Context: an optimization exercise on an open-source flow, tuned for small area, a short achievable clock period and few clock cycles. The choices shown serve that exercise and are no tape-out recipe. In this exercise RTL edits were held to simulation tests only and were not proved equivalent to the original. Power is estimated from default activity; no workload was simulated.

// execute_calc_mc
module execute_calc_mc #(
    parameter int XLEN   = 32,
    parameter int MASK_W = XLEN / 8
) (
    input  logic              clk,
    input  logic              reset,
    input  logic              flush,
    input  logic              in_valid,
    output logic              in_ready,
    input  logic [3:0]        in_alu_op,
    input  logic [3:0]        in_br_op,
    input  logic [1:0]        in_mem_op,
    input  logic [2:0]        in_funct3,
    input  logic              in_use_rs2,
    input  logic [XLEN-1:0]   in_rs1_val,
    input  logic [XLEN-1:0]   in_rs2_val,
    input  logic [XLEN-1:0]   in_imm,
    input  logic [XLEN-1:0]   in_pc,
    output logic              out_valid,
    input  logic              out_ready,
    output logic [XLEN-1:0]   out_alu_result,
    output logic              out_cmp_eq,
    output logic              branch_taken_out,
    output logic [XLEN-1:0]   branch_target_out,
    output logic              mem_write_out,
    output logic              mem_read_out,
    output logic [XLEN-1:0]   mem_addr_out,
    output logic [XLEN-1:0]   mem_data_out,
    output logic [MASK_W-1:0] mem_mask_out,
    output logic              busy_out
);
    localparam logic [3:0] ALU_NONE = 4'd0,  ALU_ADD  = 4'd1,  ALU_SUB  = 4'd2,  ALU_AND  = 4'd3;
    localparam logic [3:0] ALU_OR   = 4'd4,  ALU_XOR  = 4'd5,  ALU_SLL  = 4'd6,  ALU_SRL  = 4'd7;
    localparam logic [3:0] ALU_SRA  = 4'd8,  ALU_SLT  = 4'd9,  ALU_SLTU = 4'd10, ALU_MUL  = 4'd11;
    localparam logic [3:0] ALU_MULH = 4'd12, ALU_DIV  = 4'd13, ALU_REM  = 4'd14, ALU_PASS = 4'd15;
    localparam logic [3:0] BR_NONE = 4'd0, BR_BEQ  = 4'd1, BR_BNE  = 4'd2,  BR_BLT  = 4'd3;
    localparam logic [3:0] BR_BGE  = 4'd4, BR_BLTU = 4'd5, BR_BGEU = 4'd6,  BR_BEQZ = 4'd7;
    localparam logic [3:0] BR_BNEZ = 4'd8, BR_JAL  = 4'd9, BR_JALR = 4'd10, BR_JR   = 4'd11;
    localparam logic [1:0] MEM_NONE = 2'd0, MEM_LOAD = 2'd1, MEM_STORE = 2'd2;
    localparam int K  = 8;             
    localparam int NM = XLEN / K;      
  ...
For scale: roughly 3800 cells after synthesis, ~260 flip-flops, roughly 290 I/O pins, ~33000 sq um of cells after synthesis.
==> flow/config.mk <==
export PLATFORM = sky130hd
export DESIGN_NAME = execute_calc_mc
export DESIGN_NICKNAME = execute_calc_mc
export VERILOG_FILES = /design/flow/design.v
export SDC_FILE = /design/flow/constraint.sdc
export NUM_CORES = 4
export LEC_CHECK = 0
export CAP_MARGIN = 20
export CORE_MARGIN = 2
export CORE_UTILIZATION = 40
export SLEW_MARGIN = 20
==> flow/constraint.sdc <==
create_clock -name core_clock -period 12.0 [get_ports {clk}]
set_input_delay 2.4000 -clock core_clock [delete_from_list [all_inputs] [get_ports {clk}]]
set_output_delay 2.4000 -clock core_clock [all_outputs]
set_load 0.01 [all_outputs]
standard.sh (not shown) runs the stock make flow with config.mk's settings and CLKGATE_MAP_FILE= SYNTH_SCRIPT=/design/flow/synth_recipe.tcl, a recipe that flattens the netlist after the stock synthesis.
==> flow/flow/run.sh <==
#!/bin/bash
# The standard ORFS layout (standard.sh, unchanged synthesis), with two settings of
# how the layout is made: the resizer repairs setup timing toward a tighter target
# (SETUP_SLACK_MARGIN, an optimisation margin only; the SDC and clock are the standard flow's), and the
# port buffers that the flow inserts on every input and output are buf_1 cells.
# The full tool output goes to standard.log in this folder.
set -o pipefail
export SETUP_SLACK_MARGIN=6.75
export BUFFER_PORTS_ARGS="-buffer_cell sky130_fd_sc_hd__buf_1"
bash standard.sh > standard.log 2>&1
The first run passed the timing, design-rule and antenna checks.
Testbench counts at the start, summed over its fixed seeds: cycles 45,988.
Rerun with:
--- a/flow/flow/run.sh
+++ b/flow/flow/run.sh
@@ -8 +8 @@
-export SETUP_SLACK_MARGIN=6.75
+export SETUP_SLACK_MARGIN=6.5
- CORE_UTILIZATION: 40 -> 50
Effect:
- count of clock-buffer cells in the layout is higher by 4
- setup slack got worse by 0.094 ns
- sequential cell count is unchanged
- routed wire length is lower by a few percent
- cell area decreases by a few percent
- utilization goes up by 10 points
- power rises slightly
- global-route usage went up by 8.3 points
- fmax falls slightly
- worst hold slack got worse by 0.0086 ns
Rerun with:
- CORE_UTILIZATION: 50 -> 40
The changed run completed with no timing, DRC or antenna violations.
Global-route usage shrinks by 9.2 points.
Die area goes up by 25%.
Non-clock buffer count went up by 24.
Clock power is lower by about 8%.
Critical path depth went down by 8.
Clock-buffer cell count fell by 5.
Worst setup slack gains 0.083 ns.

[re-timing with driven ports]
The results above use ideal ports. As a check the final layouts listed here were re-extracted and re-timed, cells and wires unchanged.
Step 1 (the two cells are an assumption about what drives the block):
set clk [get_ports {clk}]
set_driving_cell -lib_cell sky130_fd_sc_hd__clkbuf_16 $clk
set_driving_cell -lib_cell sky130_fd_sc_hd__buf_2 [delete_from_list [all_inputs] $clk]
Step 2 moves the port delays by t, midway between the first and last clock arrival at a register: inputs arrive t later, outputs are due t later. That takes back most of the time a late clock gives input paths.
Three values: ideal ports, drivers, drivers and shift; two values: the first two.
run | t (ns) | setup slack, ns | worst setup path at the end
the first run | 0.627 | 6.567 / 6.567 / 6.045 | input to register
the second run | 0.645 | 6.473 / 6.473 / 5.932 | input to register
the third run | 0.656 | 6.556 / 6.521 / 5.963 | input to register
After both steps setup and hold are still met in every run listed. The setup slack of the third run, which loses most, moves by -0.035 ns with the drivers and by -0.593 ns with both steps.
